This design comes from an exercise in tuning for small area and few clock cycles per item on the open sky130 flow, not from production work.
Function was checked by simulation only, so behaviour that the tests miss may differ from the original.

## lane 1
// rgb_to_hsi_convert
module rgb_to_hsi_convert #(
  parameter int unsigned HUE_FRAC_BITS = rhc_pkg::HUE_FRAC_DEF
) (
  input  logic        clk,
  input  logic        rst_n,
  input  logic        in_tvalid,
  output logic        in_tready,
  input  logic [23:0] in_tdata,    
  output logic        out_tvalid,
  input  logic        out_tready,
  output logic [47:0] out_tdata    
);
Size: about 320 flip-flops.
==> flow/config.mk <==
export PLATFORM = sky130hd
export DESIGN_NAME = rgb_to_hsi_convert
export DESIGN_NICKNAME = rgb_to_hsi_convert
export VERILOG_FILES = /design/flow/design.v
export SDC_FILE = /design/flow/constraint.sdc
export NUM_CORES = 4
export LEC_CHECK = 0
export ABC_AREA = 1
export CAP_MARGIN = 20
export CORE_MARGIN = 2
export CORE_UTILIZATION = 70
export CTS_BUF_LIST = sky130_fd_sc_hd__clkbuf_8
export SLEW_MARGIN = 20
==> flow/constraint.sdc <==
create_clock -name core_clock -period 12.5 [get_ports {clk}]
set_input_delay 2.5000 -clock core_clock [delete_from_list [all_inputs] [get_ports {clk}]]
set_output_delay 2.5000 -clock core_clock [all_outputs]
set_load 0.01 [all_outputs]
run.sh (not shown) runs the stock make flow with config.mk's settings and CLKGATE_MAP_FILE= SYNTH_SCRIPT=/design/flow/synth_recipe.tcl, a recipe that flattens the netlist after the stock synthesis.
Testbench counts of lane 1, summed over its fixed seeds: cycles 16,032, items 16,000.
[inputs] lane 2 vs lane 1
- setting CTS_CLUSTER_SIZE to 30 for the first time
- setting CTS_CLUSTER_DIAMETER to 60 for the first time
- removing CTS_BUF_LIST (formerly sky130_fd_sc_hd__clkbuf_8)
- changing CORE_UTILIZATION from 70 to 40
==> comparison <==
Area of the placeable core: lane 2 vs lane 1 up 76%

* * *

job 2318:
rgb_to_hsi_convert, a different RTL version from the one above (not shown whole).
For scale: about 6000 cells after synthesis, ~78 I/O pins.
clock: 12.5 ns
lec_check: 0
abc_area: 1
cap_margin: 20
core_margin: 2
core_utilization: 55
cts_cluster_diameter: 60
cts_cluster_size: 30
slew_margin: 20
Both conditions hold for job 2318: the flow ran to the end and the final layout passed the timing, design-rule and antenna checks.
Testbench counts of job 2318, summed over its fixed seeds: cycles 16,032, items 16,000.
Edits applied to the flow inputs when going from job 2318 to job 3366:
- CTS_CLUSTER_SIZE: 30 -> unset
- CTS_CLUSTER_DIAMETER: 60 -> unset
- CTS_BUF_LIST: unset -> sky130_fd_sc_hd__clkbuf_8
--- outcome ---
- In summary, job 3366 completed successfully, with a layout that passed the timing, design-rule and antenna checks.
- On register share of the cell area, job 3366 and job 2318 are neck and neck.
- Taking job 2318 as the reference, in job 3366 clock skew down 0.0070 ns; routed wire length has increased; maximum level of the CTS H-tree saw an increase.
- As far as number of core rows goes, job 2318 and job 3366 are indistinguishable; the numbers are identical.

* * *

raven:
Starting RTL as in the previous note.
==> flow/config.mk <==
export PLATFORM = sky130hd
export DESIGN_NAME = rgb_to_hsi_convert
export DESIGN_NICKNAME = rgb_to_hsi_convert
export VERILOG_FILES = /design/flow/design.v
export SDC_FILE = /design/flow/constraint.sdc
export NUM_CORES = 4
export LEC_CHECK = 0
export ABC_AREA = 1
export CAP_MARGIN = 20
export CORE_MARGIN = 2
export CORE_UTILIZATION = 55
export SLEW_MARGIN = 20
==> flow/constraint.sdc <==
create_clock -name core_clock -period 12.5 [get_ports {clk}]
set_input_delay 2.5000 -clock core_clock [delete_from_list [all_inputs] [get_ports {clk}]]
set_output_delay 2.5000 -clock core_clock [all_outputs]
set_load 0.01 [all_outputs]
Testbench counts of raven, summed over its fixed seeds: cycles 16,032, items 16,000.
> inputs changed (raven -> xenon)
diff --git a/flow/config.mk b/flow/config.mk
--- a/flow/config.mk
+++ b/flow/config.mk
@@ -11 +11,2 @@
-export CORE_UTILIZATION = 55
+export CORE_UTILIZATION = 70
+export CTS_BUF_LIST = sky130_fd_sc_hd__clkbuf_8
[summary]
xenon was carried through to the last stage, and its layout satisfied the timing, design-rule and antenna checks.
xenon: sequential share of layout area is 0.25 points higher than what raven reported.
In the metrics for raven and xenon, the one carrying the lower signed area change from the synthesized netlist to the final layout is xenon.
Count of clock-buffer cells in the layout (raven / xenon): 0.831
Relative to raven, the setup clock skew after layout of xenon is higher by 0.028 ns.
For number of remaining DRC errors, raven and xenon come out practically identical.
Edits applied to the flow inputs when going from xenon to pepper:
diff --git a/flow/config.mk b/flow/config.mk
--- a/flow/config.mk
+++ b/flow/config.mk
@@ -11,2 +11 @@
-export CORE_UTILIZATION = 70
-export CTS_BUF_LIST = sky130_fd_sc_hd__clkbuf_8
+export CORE_UTILIZATION = 40
- [compare] base=xenon new=pepper: sum of net half-perimeters after detailed placement went up about 4.6%; post-route fraction of the period consumed by the critical path went down 1.1 points; setup slack went up 0.13 ns; sequential share of layout area went down 0.49 points.
- pepper -> xenon: number of levels in the clock H-tree delta 0, exact match
The inputs of fjord differ from those of pepper as listed below.
diff --git a/flow/config.mk b/flow/config.mk
--- a/flow/config.mk
+++ b/flow/config.mk
@@ -11 +11,2 @@
-export CORE_UTILIZATION = 40
+export CORE_UTILIZATION = 65
+export CTS_BUF_LIST = sky130_fd_sc_hd__clkbuf_8
==> comparison <==
- fjord: no failed stages, no open violations at the end
- Delta (fjord minus pepper): number of non-clock inverters in the layout comparable; total clock buffers created by CTS went up 18; overall global routing resource usage went up.
--- input diff fjord..amber ---
diff --git a/flow/config.mk b/flow/config.mk
--- a/flow/config.mk
+++ b/flow/config.mk
@@ -11 +11 @@
-export CORE_UTILIZATION = 65
+export CORE_UTILIZATION = 70
@@ -12,0 +13 @@
+export GPL_TIMING_DRIVEN = 0
No crash in amber: every stage finished, but the layout fails its final checks due to negative setup slack.
Looking at via count of the first global-routing pass, amber sits 1.7% higher than fjord does.
Delta (amber minus fjord): sequential fraction of total cell area dropped 0.41 points.

## separate check: timing with driven ports
The flow's constraints put no driver on any port. The routed layouts listed below were extracted and timed again, unchanged, in two steps. Step 1: set_driving_cell puts a clkbuf_16 on clk and a buf_2 on each other input, an assumption about the parent block. Step 2 moves the port delays by t, midway between the first and last clock arrival at a register: inputs arrive t later, outputs are due t later. That takes back most of the time a late clock gives input paths. Slacks: ideal / step 1 / step 2; pairs: ideal / step 1.
| run | t (ns) | setup slack, ns | clock arrival spread, ns |
|---|---|---|---|
| lane 1 | 0.745 | 0.508 / 0.443 / 0.277 | 0.039 / 0.038 |
| lane 2 | 0.698 | 0.519 / 0.519 / 0.192 | 0.076 / 0.076 |
| job 2318 | 0.661 | 0.598 / 0.598 / 0.079 | 0.045 / 0.045 |
| job 3366 | 0.744 | 0.587 / 0.587 / 0.002 | 0.046 / 0.047 |
| raven | 0.663 | 0.684 / 0.620 / 0.097 | 0.024 / 0.024 |
| xenon | 0.752 | 0.514 / 0.445 / 0.202 | 0.051 / 0.052 |
| pepper | 0.677 | 0.647 / 0.571 / 0.103 | 0.022 / 0.022 |
| fjord | 0.747 | 0.515 / 0.446 / 0.168 | 0.030 / 0.030 |
| amber | 0.716 | -0.009 / -0.009 / -0.162 | 0.056 / 0.057 |
For raven, which loses most, drivers alone change the setup slack by -0.064 ns; drivers and shift together by -0.587 ns.
